Background: an optimization exercise with open tools, aiming at small area and a short achievable clock period. Do not read the settings as production practice. At most, simulation tests tie the RTL to the original design; equivalence was not proved. Power and IR drop assume default switching activity.

==> module rc4_memory_bank, before the edit <==
module rc4_memory_bank #(
  parameter int                          S_DEPTH        = 256,
  parameter int                          MSG_DEPTH      = 32,
  parameter int                          DATA_W         = 8,
  parameter logic [MSG_DEPTH*DATA_W-1:0] ENC_INIT_IMAGE =
    256'hc9dc233605081f6271444b5eadb0878a99ecf3c6d5d82f3201141b6e7d40575a
) (
  input  logic              clk,
  input  logic              rst,
  input  logic [7:0]        s_address,
  input  logic [DATA_W-1:0] s_data,
  input  logic              s_wren,
  output logic [DATA_W-1:0] s_q,
  input  logic [7:0]        enc_address,
  output logic [DATA_W-1:0] enc_q,
  input  logic [7:0]        dec_address,
  input  logic [DATA_W-1:0] dec_data,
  input  logic              dec_wren,
  output logic [DATA_W-1:0] dec_q
);
  localparam int S_AW   = $clog2(S_DEPTH);
  localparam int MSG_AW = $clog2(MSG_DEPTH);
  logic [S_DEPTH-1:0] s_wsel, s_rsel_n;
  rc4mb_wdec #(.AW(S_AW)) u_s_wdec (
    .addr(s_address[S_AW-1:0]), .we(rst & s_wren), .sel(s_wsel)
  );
  rc4mb_rdec #(.AW(S_AW)) u_s_rdec (
    .addr(s_address[S_AW-1:0]), .sel_n(s_rsel_n)
  );
  logic [DATA_W-1:0] s_mem [S_DEPTH];
  logic [DATA_W-1:0] s_rd;
  always_ff @(posedge clk) begin
    for (int w = 0; w < S_DEPTH; w++)
      if (s_wsel[w]) s_mem[w] <= s_data;
  end
  logic [S_DEPTH*DATA_W-1:0] s_words;
  for (genvar w = 0; w < S_DEPTH; w++) begin : g_s_words
    assign s_words[w*DATA_W +: DATA_W] = s_mem[w];
  end
  localparam int S_NQ = (S_DEPTH >= 128) ? S_DEPTH / 128 : 1;
  logic [S_NQ*DATA_W-1:0] s_rd_n;
  rc4mb_rdmux #(.N(S_DEPTH), .W(DATA_W), .NQ(S_NQ)) u_s_rdmux (
    .sel_n(s_rsel_n), .words(s_words), .q_n(s_rd_n)
  );
  logic [DATA_W-1:0] s_part_q [S_NQ];
  always_ff @(posedge clk or negedge rst) begin
    if (!rst) begin
      s_part_q[0] <= '1;
      for (int i = 1; i < S_NQ; i++) s_part_q[i] <= '0;
    end else begin
      s_part_q[0] <= s_wren ? ~s_data : s_rd_n[0 +: DATA_W];
      for (int i = 1; i < S_NQ; i++)
        s_part_q[i] <= s_wren ? '0 : s_rd_n[i*DATA_W +: DATA_W];
    end
  end
  always_comb begin
    s_rd = '0;
    for (int i = 0; i < S_NQ; i++) s_rd = s_rd | s_part_q[i];
    s_q = ~s_rd;
  end
  logic [MSG_DEPTH-1:0] d_wsel, d_rsel_n;
  rc4mb_wdec #(.AW(MSG_AW)) u_d_wdec (
    .addr(dec_address[MSG_AW-1:0]), .we(rst & dec_wren), .sel(d_wsel)
  );
  rc4mb_rdec #(.AW(MSG_AW)) u_d_rdec (
    .addr(dec_address[MSG_AW-1:0]), .sel_n(d_rsel_n)
  );
  logic [DATA_W-1:0] dec_mem [MSG_DEPTH];
  logic [DATA_W-1:0] d_rd;
  always_ff @(posedge clk) begin
    for (int w = 0; w < MSG_DEPTH; w++)
      if (d_wsel[w]) dec_mem[w] <= dec_data;
  end
  logic [MSG_DEPTH*DATA_W-1:0] d_words;
  for (genvar w = 0; w < MSG_DEPTH; w++) begin : g_d_words
    assign d_words[w*DATA_W +: DATA_W] = dec_mem[w];
  end
  localparam int D_NQ = (MSG_DEPTH >= 128) ? MSG_DEPTH / 128 : 1;
  logic [D_NQ*DATA_W-1:0] d_rd_n;
  rc4mb_rdmux #(.N(MSG_DEPTH), .W(DATA_W), .NQ(D_NQ)) u_d_rdmux (
    .sel_n(d_rsel_n), .words(d_words), .q_n(d_rd_n)
  );
  always_comb begin
    d_rd = '0;
    for (int i = 0; i < D_NQ; i++) d_rd = d_rd | d_rd_n[i*DATA_W +: DATA_W];
    d_rd = ~d_rd;
  end
  always_ff @(posedge clk or negedge rst) begin
    if (!rst) dec_q <= '0;
    else      dec_q <= dec_wren ? dec_data : d_rd;
  end
  logic [MSG_DEPTH*DATA_W-1:0] enc_rom;
  assign enc_rom = ENC_INIT_IMAGE;
  always_ff @(posedge clk or negedge rst) begin
    if (!rst) enc_q <= '0;
    else      enc_q <= enc_rom[enc_address[MSG_AW-1:0]*DATA_W +: DATA_W];
  end
  logic unused_addr_bits;
  assign unused_addr_bits = ^{enc_address[7:MSG_AW], dec_address[7:MSG_AW]};
endmodule
clock: 6.0 ns
lec_check: 0
cap_margin: 20
core_margin: 2
core_utilization: 40
cts_cluster_diameter: 80
cts_cluster_size: 30
setup_slack_margin: 3.3
slew_margin: 20
synth_hierarchical: 1
synth_minimum_keep_size: 0
run.sh (not shown) runs the stock make flow with config.mk's settings and CLKGATE_MAP_FILE= SYNTH_SCRIPT=/design/flow/synth_recipe.tcl, a recipe that flattens the netlist after the stock synthesis.
Then changed:
--- a/flow/design.v
+++ b/flow/design.v
@@ -46,16 +46,15 @@
   always_ff @(posedge clk or negedge rst) begin
     if (!rst) begin
-      s_part_q[0] <= '1;
-      for (int i = 1; i < S_NQ; i++) s_part_q[i] <= '0;
+      for (int i = 0; i < S_NQ; i++) s_part_q[i] <= '0;
     end else begin
-      s_part_q[0] <= s_wren ? ~s_data : s_rd_n[0 +: DATA_W];
+      s_part_q[0] <= s_wren ? s_data : ~s_rd_n[0 +: DATA_W];
       for (int i = 1; i < S_NQ; i++)
-        s_part_q[i] <= s_wren ? '0 : s_rd_n[i*DATA_W +: DATA_W];
-    end
-  end
-  always_comb begin
-    s_rd = '0;
-    for (int i = 0; i < S_NQ; i++) s_rd = s_rd | s_part_q[i];
-    s_q = ~s_rd;
+        s_part_q[i] <= s_wren ? '1 : ~s_rd_n[i*DATA_W +: DATA_W];
+    end
+  end
+  always_comb begin
+    s_rd = '1;
+    for (int i = 0; i < S_NQ; i++) s_rd = s_rd & s_part_q[i];
+    s_q = s_rd;
   end
   logic [MSG_DEPTH-1:0] d_wsel, d_rsel_n;
The new run passed the timing, DRC and antenna checks.
Setup slack is better by 0.11 ns.
Final cell count barely changes.
Worst hold slack got worse by 0.39 ns.
Sequential share of layout area drops by 0.26 points.
Count of clock-buffer cells in the layout shrinks by 2.
Clock skew climbs by 0.050 ns.
Design area increases by 0.36%.
Maximum frequency goes up by 4.0%.
No functional check of the RTL was part of the second run of this note.

---

old:
The RTL this note starts from:
==> flow/design.v <==
module rc4_memory_bank #(
  parameter int                          S_DEPTH        = 256,
  parameter int                          MSG_DEPTH      = 32,
  parameter int                          DATA_W         = 8,
  parameter logic [MSG_DEPTH*DATA_W-1:0] ENC_INIT_IMAGE =
    256'hc9dc233605081f6271444b5eadb0878a99ecf3c6d5d82f3201141b6e7d40575a
) (
  input  logic              clk,
  input  logic              rst,
  input  logic [7:0]        s_address,
  input  logic [DATA_W-1:0] s_data,
  input  logic              s_wren,
  output logic [DATA_W-1:0] s_q,
  input  logic [7:0]        enc_address,
  output logic [DATA_W-1:0] enc_q,
  input  logic [7:0]        dec_address,
  input  logic [DATA_W-1:0] dec_data,
  input  logic              dec_wren,
  output logic [DATA_W-1:0] dec_q
);
  localparam int S_AW   = $clog2(S_DEPTH);
  localparam int MSG_AW = $clog2(MSG_DEPTH);
  logic [S_DEPTH-1:0] s_wsel, s_rsel_n;
  rc4mb_wdec #(.AW(S_AW)) u_s_wdec (
    .addr(s_address[S_AW-1:0]), .we(rst & s_wren), .sel(s_wsel)
  );
  rc4mb_rdec #(.AW(S_AW)) u_s_rdec (
    .addr(s_address[S_AW-1:0]), .sel_n(s_rsel_n)
  );
  logic [DATA_W-1:0] s_mem [S_DEPTH];
  logic [DATA_W-1:0] s_rd;
  always_ff @(posedge clk) begin
    for (int w = 0; w < S_DEPTH; w++)
      if (s_wsel[w]) s_mem[w] <= s_data;
  end
  logic [S_DEPTH*DATA_W-1:0] s_words;
  for (genvar w = 0; w < S_DEPTH; w++) begin : g_s_words
    assign s_words[w*DATA_W +: DATA_W] = s_mem[w];
  end
  rc4mb_rdmux #(.N(S_DEPTH), .W(DATA_W)) u_s_rdmux (
    .sel_n(s_rsel_n), .words(s_words), .q(s_rd)
  );
  always_ff @(posedge clk or negedge rst) begin
    if (!rst) s_q <= '0;
    else      s_q <= s_wren ? s_data : s_rd;
  end
  logic [MSG_DEPTH-1:0] d_wsel, d_rsel_n;
  rc4mb_wdec #(.AW(MSG_AW)) u_d_wdec (
    .addr(dec_address[MSG_AW-1:0]), .we(rst & dec_wren), .sel(d_wsel)
  );
  rc4mb_rdec #(.AW(MSG_AW)) u_d_rdec (
    .addr(dec_address[MSG_AW-1:0]), .sel_n(d_rsel_n)
  );
  logic [DATA_W-1:0] dec_mem [MSG_DEPTH];
  logic [DATA_W-1:0] d_rd;
  always_ff @(posedge clk) begin
    for (int w = 0; w < MSG_DEPTH; w++)
      if (d_wsel[w]) dec_mem[w] <= dec_data;
  end
  logic [MSG_DEPTH*DATA_W-1:0] d_words;
  for (genvar w = 0; w < MSG_DEPTH; w++) begin : g_d_words
    assign d_words[w*DATA_W +: DATA_W] = dec_mem[w];
  end
  rc4mb_rdmux #(.N(MSG_DEPTH), .W(DATA_W)) u_d_rdmux (
    .sel_n(d_rsel_n), .words(d_words), .q(d_rd)
  );
  always_ff @(posedge clk or negedge rst) begin
    if (!rst) dec_q <= '0;
    else      dec_q <= dec_wren ? dec_data : d_rd;
  end
  logic [MSG_DEPTH*DATA_W-1:0] enc_rom;
  assign enc_rom = ENC_INIT_IMAGE;
  always_ff @(posedge clk or negedge rst) begin
    if (!rst) enc_q <= '0;
    else      enc_q <= enc_rom[enc_address[MSG_AW-1:0]*DATA_W +: DATA_W];
  end
  logic unused_addr_bits;
  assign unused_addr_bits = ^{enc_address[7:MSG_AW], dec_address[7:MSG_AW]};
endmodule
module rc4mb_rdmux #(
  parameter int N = 256,
  parameter int W = 8
) (
  input  logic [N-1:0]   sel_n,
  input  logic [N*W-1:0] words,
  output logic [W-1:0]   q
);
  localparam int N1 = N / 2;                  
  localparam int N2 = N1 / 2;                 
  localparam int N3 = N2 / 4;                 
  localparam int N4 = N3 / 2;                 
  localparam int N5 = N4 >= 4 ? N4 / 4 : 1;   
  logic [N1*W-1:0] t1_n;
  logic [N2*W-1:0] t2;
  logic [N3*W-1:0] t3_n;
  logic [N4*W-1:0] t4;
  logic [N5*W-1:0] t5_n;
  for (genvar g = 0; g < N1; g++) begin : g_t1
    for (genvar b = 0; b < W; b++) begin : g_b
      rc4mb_oai22 u_leaf (
        .a1(sel_n[2*g]),   .a2(words[(2*g)*W + b]),
        .b1(sel_n[2*g+1]), .b2(words[(2*g+1)*W + b]),
        .y(t1_n[g*W + b])
      );
    end
  end
  for (genvar g = 0; g < N2; g++) begin : g_t2
    rc4mb_nor #(.N(2), .W(W)) u_nor (.a(t1_n[2*g*W +: 2*W]), .y(t2[g*W +: W]));
  end
  for (genvar g = 0; g < N3; g++) begin : g_t3
    rc4mb_nand #(.N(4), .W(W)) u_nand (.a(t2[4*g*W +: 4*W]), .y(t3_n[g*W +: W]));
  end
  for (genvar g = 0; g < N4; g++) begin : g_t4
    rc4mb_nor #(.N(2), .W(W)) u_nor (.a(t3_n[2*g*W +: 2*W]), .y(t4[g*W +: W]));
  end
  if (N4 >= 4) begin : g_t5
    for (genvar g = 0; g < N5; g++) begin : g_g
      rc4mb_nand #(.N(4), .W(W)) u_nand (.a(t4[4*g*W +: 4*W]), .y(t5_n[g*W +: W]));
    end
  end else begin : g_t5
    always_comb begin
      t5_n = '1;
      for (int i = 0; i < N4; i++) t5_n = t5_n & t4[i*W +: W];
      t5_n = ~t5_n;
    end
  end
  always_comb begin
    q = '0;
    for (int i = 0; i < N5; i++) q = q | t5_n[i*W +: W];
    q = ~q;
  end
endmodule
module rc4mb_oai22 (
  input  logic a1,
  input  logic a2,
  input  logic b1,
  input  logic b2,
  output logic y
);
  assign y = ~((a1 | a2) & (b1 | b2));
endmodule
module rc4mb_nand #(
  parameter int N = 4,
  parameter int W = 8
) (
  input  logic [N*W-1:0] a,
  output logic [W-1:0]   y
);
  always_comb begin
    y = '1;
    for (int i = 0; i < N; i++) y = y & a[i*W +: W];
    y = ~y;
  end
endmodule
module rc4mb_nor #(
  parameter int N = 4,
  parameter int W = 8
) (
  input  logic [N*W-1:0] a,
  output logic [W-1:0]   y
);
  always_comb begin
    y = '0;
    for (int i = 0; i < N; i++) y = y | a[i*W +: W];
    y = ~y;
  end
endmodule
module rc4mb_wdec #(
  parameter int AW = 8
) (
  input  logic [AW-1:0]      addr,
  input  logic               we,
  output logic [(1<<AW)-1:0] sel
);
  localparam int LW = AW / 2;
  localparam int HW = AW - LW;
  logic [(1<<LW)-1:0] lo_n;
  logic [(1<<HW)-1:0] hi_n;
  always_comb begin
    for (int l = 0; l < (1<<LW); l++) lo_n[l] = ~(we & (addr[LW-1:0] == l[LW-1:0]));
    for (int h = 0; h < (1<<HW); h++) hi_n[h] = ~(addr[AW-1:LW] == h[HW-1:0]);
  end
  for (genvar w = 0; w < (1<<AW); w++) begin : g_w
    rc4mb_nor #(.N(2), .W(1)) u_sel (.a({hi_n[w >> LW], lo_n[w % (1<<LW)]}), .y(sel[w]));
  end
endmodule
module rc4mb_rdec #(
  parameter int AW = 8
) (
  input  logic [AW-1:0]      addr,
  output logic [(1<<AW)-1:0] sel_n
);
  localparam int LW = AW / 2;
  localparam int HW = AW - LW;
  logic [(1<<LW)-1:0] lo;
  logic [(1<<HW)-1:0] hi;
  always_comb begin
    for (int l = 0; l < (1<<LW); l++) lo[l] = (addr[LW-1:0] == l[LW-1:0]);
    for (int h = 0; h < (1<<HW); h++) hi[h] = (addr[AW-1:LW] == h[HW-1:0]);
    for (int w = 0; w < (1<<AW); w++) sel_n[w] = ~(hi[w >> LW] & lo[w % (1<<LW)]);
  end
endmodule
make LEC_CHECK=0 CAP_MARGIN=20 CORE_MARGIN=2 CORE_UTILIZATION=40 CTS_CLUSTER_DIAMETER=80 CTS_CLUSTER_SIZE=30 SETUP_SLACK_MARGIN=3.6 SLEW_MARGIN=20 SYNTH_HIERARCHICAL=1 SYNTH_MINIMUM_KEEP_SIZE=0 finish   # period 6.0 ns
Modified inputs, new compared to old
diff --git a/flow/design.v b/flow/design.v
--- a/flow/design.v
+++ b/flow/design.v
@@ -36,14 +36,28 @@
   logic [S_DEPTH*DATA_W-1:0] s_words;
   for (genvar w = 0; w < S_DEPTH; w++) begin : g_s_words
     assign s_words[w*DATA_W +: DATA_W] = s_mem[w];
   end
-  rc4mb_rdmux #(.N(S_DEPTH), .W(DATA_W)) u_s_rdmux (
-    .sel_n(s_rsel_n), .words(s_words), .q(s_rd)
-  );
+  localparam int S_NQ = (S_DEPTH >= 128) ? S_DEPTH / 128 : 1;
+  logic [S_NQ*DATA_W-1:0] s_rd_n;
+  rc4mb_rdmux #(.N(S_DEPTH), .W(DATA_W), .NQ(S_NQ)) u_s_rdmux (
+    .sel_n(s_rsel_n), .words(s_words), .q_n(s_rd_n)
+  );
+  logic [DATA_W-1:0] s_part_q [S_NQ];
   always_ff @(posedge clk or negedge rst) begin
-    if (!rst) s_q <= '0;
-    else      s_q <= s_wren ? s_data : s_rd;
+    if (!rst) begin
+      s_part_q[0] <= '1;
+      for (int i = 1; i < S_NQ; i++) s_part_q[i] <= '0;
+    end else begin
+      s_part_q[0] <= s_wren ? ~s_data : s_rd_n[0 +: DATA_W];
+      for (int i = 1; i < S_NQ; i++)
+        s_part_q[i] <= s_wren ? '0 : s_rd_n[i*DATA_W +: DATA_W];
+    end
+  end
+  always_comb begin
+    s_rd = '0;
+    for (int i = 0; i < S_NQ; i++) s_rd = s_rd | s_part_q[i];
+    s_q = ~s_rd;
   end
   logic [MSG_DEPTH-1:0] d_wsel, d_rsel_n;
   rc4mb_wdec #(.AW(MSG_AW)) u_d_wdec (
     .addr(dec_address[MSG_AW-1:0]), .we(rst & dec_wren), .sel(d_wsel)
@@ -60,11 +74,18 @@
   logic [MSG_DEPTH*DATA_W-1:0] d_words;
   for (genvar w = 0; w < MSG_DEPTH; w++) begin : g_d_words
     assign d_words[w*DATA_W +: DATA_W] = dec_mem[w];
   end
-  rc4mb_rdmux #(.N(MSG_DEPTH), .W(DATA_W)) u_d_rdmux (
-    .sel_n(d_rsel_n), .words(d_words), .q(d_rd)
-  );
+  localparam int D_NQ = (MSG_DEPTH >= 128) ? MSG_DEPTH / 128 : 1;
+  logic [D_NQ*DATA_W-1:0] d_rd_n;
+  rc4mb_rdmux #(.N(MSG_DEPTH), .W(DATA_W), .NQ(D_NQ)) u_d_rdmux (
+    .sel_n(d_rsel_n), .words(d_words), .q_n(d_rd_n)
+  );
+  always_comb begin
+    d_rd = '0;
+    for (int i = 0; i < D_NQ; i++) d_rd = d_rd | d_rd_n[i*DATA_W +: DATA_W];
+    d_rd = ~d_rd;
+  end
   always_ff @(posedge clk or negedge rst) begin
     if (!rst) dec_q <= '0;
     else      dec_q <= dec_wren ? dec_data : d_rd;
   end
@@ -77,14 +98,15 @@
   logic unused_addr_bits;
   assign unused_addr_bits = ^{enc_address[7:MSG_AW], dec_address[7:MSG_AW]};
 endmodule
 module rc4mb_rdmux #(
-  parameter int N = 256,
-  parameter int W = 8
-) (
-  input  logic [N-1:0]   sel_n,
-  input  logic [N*W-1:0] words,
-  output logic [W-1:0]   q
+  parameter int N  = 256,
+  parameter int W  = 8,
+  parameter int NQ = 2
+) (
+  input  logic [N-1:0]    sel_n,
+  input  logic [N*W-1:0]  words,
+  output logic [NQ*W-1:0] q_n
 );
   localparam int N1 = N / 2;                  
   localparam int N2 = N1 / 2;                 
   localparam int N3 = N2 / 4;                 
@@ -123,13 +145,9 @@
       for (int i = 0; i < N4; i++) t5_n = t5_n & t4[i*W +: W];
       t5_n = ~t5_n;
     end
   end
-  always_comb begin
-    q = '0;
-    for (int i = 0; i < N5; i++) q = q | t5_n[i*W +: W];
-    q = ~q;
-  end
+  assign q_n = t5_n;
 endmodule
 module rc4mb_oai22 (
   input  logic a1,
   input  logic a2,
## What came out
In the reports for new and old, the smaller final design area excluding fillers belongs to old. new vs old on portion of total power attributed to the clock network: new is the lower one. new ends up with a layout overhead on the synthesized area that is 0.35 points higher than in old. Looking at routed length on met3, new sits 7.9% below old. Sequential cell area of old is on par with new. old -> new: post-synthesis instance total increased slightly.
Only the layout flow was run in old; the RTL was not checked for function there.

==> afterwards: timing with drivers on the ports <==
The results above use ideal ports. As a check the final layouts listed here were re-extracted and re-timed, cells and wires unchanged. Step 1: set_driving_cell puts a clkbuf_16 on clk and a buf_2 on each other input, an assumption about the parent block. Step 2, shift: input delay + t, output delay - t, t = (earliest + latest rising clock arrival at the registers) / 2. This alone moves slack from input paths to output paths. Slacks: no drivers / after step 1 / after step 2; pairs: no drivers / after step 1.
| run | t, ns | setup slack, ns | hold slack, ns | pins driven straight from the clock port |
|---|---|---|---|---|
| the first run of note 1 | 0.859 | 3.113 / 3.029 / 2.364 | 0.694 / 0.635 / 0.866 | 1 |
| the second run of note 1 | 0.855 | 3.225 / 3.137 / 2.376 | 0.300 / 0.236 / 0.852 | 1 |
| old | 0.856 | 3.152 / 3.172 / 2.316 | 0.486 / 0.429 / 0.942 | 1 |
| new | 0.847 | 3.248 / 3.166 / 2.319 | 0.405 / 0.377 / 0.882 | 1 |
After both steps setup and hold are still met in every run listed. For new, which loses most, drivers alone change the setup slack by -0.082 ns; drivers and shift together by -0.929 ns.
